Source: an optimization exercise on an open RTL-to-GDS flow (aim: small area, a short achievable clock period and few clock cycles per item). Production flows keep margins and buffers that such runs may drop.
At most, simulation tests tie the RTL to the original design; equivalence was not proved.
Power is estimated from default activity; no workload was simulated.

## w4a8_gemm_top
module w4a8_gemm_top (
  input  wire         ap_clk,
  input  wire         areset,
  input  wire         ap_start,
  input  wire         write_result,
  input  wire         a_req,
  input  wire  [31:0] a_data,
  input  wire         b_req,
  input  wire  [31:0] b_data,
  input  wire         out_ready,
  output wire         ap_idle,
  output wire         ap_done,
  output wire         ap_ready,
  output wire         a_ack,
  output wire         b_ack,
  output wire         out_valid,
  output wire  [31:0] out_data
);
  logic        run;        
  logic        done_q;
  logic        wr_q;
  logic        ack_a, ack_b;
  logic [1:0]  a_cnt;      
  logic        b_got;      
  logic [2:0]  wcnt;       
  logic        pv;         
  logic        ov;         
  logic [48-1:0] preg;
  logic [13:0] oreg;
  logic [31:0] areg;
  logic [31:0] breg;
  logic [48-1:0] part;
  logic [13:0] dot;
  wire xfer    = ov & out_ready;
  wire adv     = pv & (~ov | out_ready);
  wire take_a  = run & a_req & ~ack_a & (a_cnt == 2'd0 | (a_cnt == 2'd1 & (~wr_q | wcnt[1])));
  wire take_b  = run & b_req & ~ack_b & ~b_got;
  wire row_in  = wcnt[1] ? (a_cnt == 2'd2) : (a_cnt == 2'd1);
  wire issue   = run & wr_q & ~wcnt[2] & b_got & row_in & (~pv | adv);
  wire tiles   = (a_cnt == 2'd2) & ~ack_a & b_got & ~ack_b;
  wire fin     = run & tiles & (~wr_q | (wcnt[2] & ~pv & (~ov | out_ready)));
  tile_mac_s1 mac_s1 (
    .a_row (areg),
    .b_row (wcnt[0] ? breg[31:16] : breg[15:0]),
    .part  (part)
  );
  tile_mac_s2 mac_s2 (
    .part  (preg),
    .dot   (dot)
  );
  ...
clock: 8.0 ns
lec_check: 0
cap_margin: 20
core_margin: 2
core_utilization: 40
setup_slack_margin: 5
slew_margin: 20
run.sh (not shown) runs the stock make flow with config.mk's settings and CLKGATE_MAP_FILE= SYNTH_SCRIPT=/design/flow/synth_recipe.tcl, a recipe that flattens the netlist after the stock synthesis.
The first run ran to the end with no violations.
Next try:
Settings changed: CTS_BUF_LIST set to sky130_fd_sc_hd__clkbuf_4.
Effect:
- flip-flop and latch count does not change
- die area does not change
- via count falls by 1.5%
- setup slack improves by 0.017 ns
- critical path depth is unchanged
Function was not checked in any run of this note: the RTL went through the layout flow alone.

========
## build 58
w4a8_gemm_top, a different RTL version from the one above (not shown whole).
Size in the first run: ~140 flip-flops, about 8100 sq um of cells after synthesis.
// w4a8_gemm_top
module w4a8_gemm_top (
  input  wire         ap_clk,
  input  wire         areset,
  input  wire         ap_start,
  input  wire         write_result,
  input  wire         a_req,
  input  wire  [31:0] a_data,
  input  wire         b_req,
  input  wire  [31:0] b_data,
  input  wire         out_ready,
  output wire         ap_idle,
  output wire         ap_done,
  output wire         ap_ready,
  output wire         a_ack,
  output wire         b_ack,
  output wire         out_valid,
  output wire  [31:0] out_data
);
export LEC_CHECK = 0
export ABC_AREA = 1
export ABC_CLOCK_PERIOD_IN_PS = 4000
export CAP_MARGIN = 20
export CORE_MARGIN = 2
export CORE_UTILIZATION = 50
export CTS_BUF_LIST = sky130_fd_sc_hd__clkbuf_4 sky130_fd_sc_hd__clkbuf_8
export GPL_TIMING_DRIVEN = 1
export SLEW_MARGIN = 20
create_clock -name core_clock -period 8.0 [get_ports {ap_clk}]
standard.sh (not shown) runs the stock make flow with config.mk's settings and CLKGATE_MAP_FILE= SYNTH_SCRIPT=/design/flow/synth_recipe.tcl, a recipe that flattens the netlist after the stock synthesis.
==> flow/flow/run.sh <==
#!/bin/bash
set -euo pipefail
D=$PWD
SETUP_MARGIN=${SETUP_MARGIN:-5}
bash standard.sh synth > synth.log 2>&1
make -C "$FLOW_HOME" DESIGN_CONFIG=$D/config.mk WORK_HOME=$D/orfs CLKGATE_MAP_FILE= \
  SYNTH_SCRIPT=$D/synth_recipe.tcl \
  BUFFER_PORTS_ARGS="-buffer_cell sky130_fd_sc_hd__buf_2" \
  CTS_ARGS="-sink_clustering_enable -repair_clock_nets -dont_use_dummy_load -buf_list {sky130_fd_sc_hd__clkbuf_4 sky130_fd_sc_hd__clkbuf_8}" \
  SETUP_SLACK_MARGIN=$SETUP_MARGIN finish > layout.log 2>&1
R=$D/orfs/results/sky130hd/w4a8_gemm_top/base
: # left out here: write the final layout as DEF
Testbench counts of build 58, summed over its fixed seeds: cycles 31,250, jobs 3,200.
## Diff of input files: build 48 against build 58
Settings: ABC_CLOCK_PERIOD_IN_PS no longer set, was 4000.
### Flow results
Going from build 58 to build 48, power has remained practically unchanged, worst setup slack did not really move. Changes observed in build 48 relative to build 58: fraction of the mapped netlist area in compound gates saw little to no change, setup-violating endpoint count in the final report about even, routed wire length level. Summary of build 48 over build 58: global-route usage shows no meaningful change, required time at the worst-slack endpoint shows no meaningful change, critical path depth shows no meaningful change, via count of the first global-routing pass shows no meaningful change. Re final worst-path cycle share: no difference whatsoever between build 58 and build 48. ~same maximum frequency in build 48 and build 58.
What build 98 does differently from build 48 at the input level:
Settings: CORE_UTILIZATION changed from 50 to 55.
Findings:
- Build 98 vs. build 48: via count of the first global-routing pass went up by about 0.6%.
- For the clock period minus worst slack, build 98 came in 0.030 ns higher than build 48 did.
- From build 48 to build 98 the numbers moved as follows: wire length of the first global-routing pass dropped 350 microns; post-route met1 wirelength down 69 microns.
## Diff of input files: build 93 against build 98
Settings: CORE_UTILIZATION now 50, was 55; ABC_AREA no longer set, was 1.
==> run summary <==
Build 98 → build 93: via count now larger; global-route track usage on met3 up 0.91 points; final standard cell area without fillers shows an increase of 500 sq um; final count of negative-setup-slack endpoints about even.
Build 98 -> build 93: sequential cell count delta 0, exact match

==> re-timing with driven ports <==
The flow's constraints put no driver on any port. The routed layouts listed below were extracted and timed again, unchanged, in two steps. Step 1: set_driving_cell puts a clkbuf_16 on ap_clk and a buf_2 on each other input, an assumption about the parent block. Step 2 moves the port delays by t, midway between the first and last clock arrival at a register: inputs arrive t later, outputs are due t later. That takes back most of the time a late clock gives input paths. Slacks: no drivers / after step 1 / after step 2; pairs: no drivers / after step 1.
| run | t (ns) | setup WS [ns] | worst hold slack (ns) | pins driven straight from the clock port |
|---|---|---|---|---|
| the first run of note 1 | 0.467 | 4.982 / 4.982 / 4.660 | 0.490 / 0.490 / 0.490 | 1 |
| the second run of note 1 | 0.564 | 4.999 / 4.966 / 4.550 | 0.506 / 0.506 / 0.506 | 1 |
| build 58 | 0.476 | 5.103 / 5.103 / 4.741 | 0.484 / 0.484 / 0.484 | 1 |
| build 48 | 0.476 | 5.103 / 5.103 / 4.741 | 0.484 / 0.484 / 0.484 | 1 |
| build 98 | 0.469 | 5.073 / 5.034 / 4.760 | 0.476 / 0.476 / 0.476 | 1 |
| build 93 | 0.475 | 5.040 / 5.040 / 4.683 | 0.503 / 0.503 / 0.503 | 1 |
After both steps setup and hold are still met in every run listed. For the second run of note 1, which loses most, drivers alone change the setup slack by -0.033 ns; drivers and shift together by -0.449 ns.
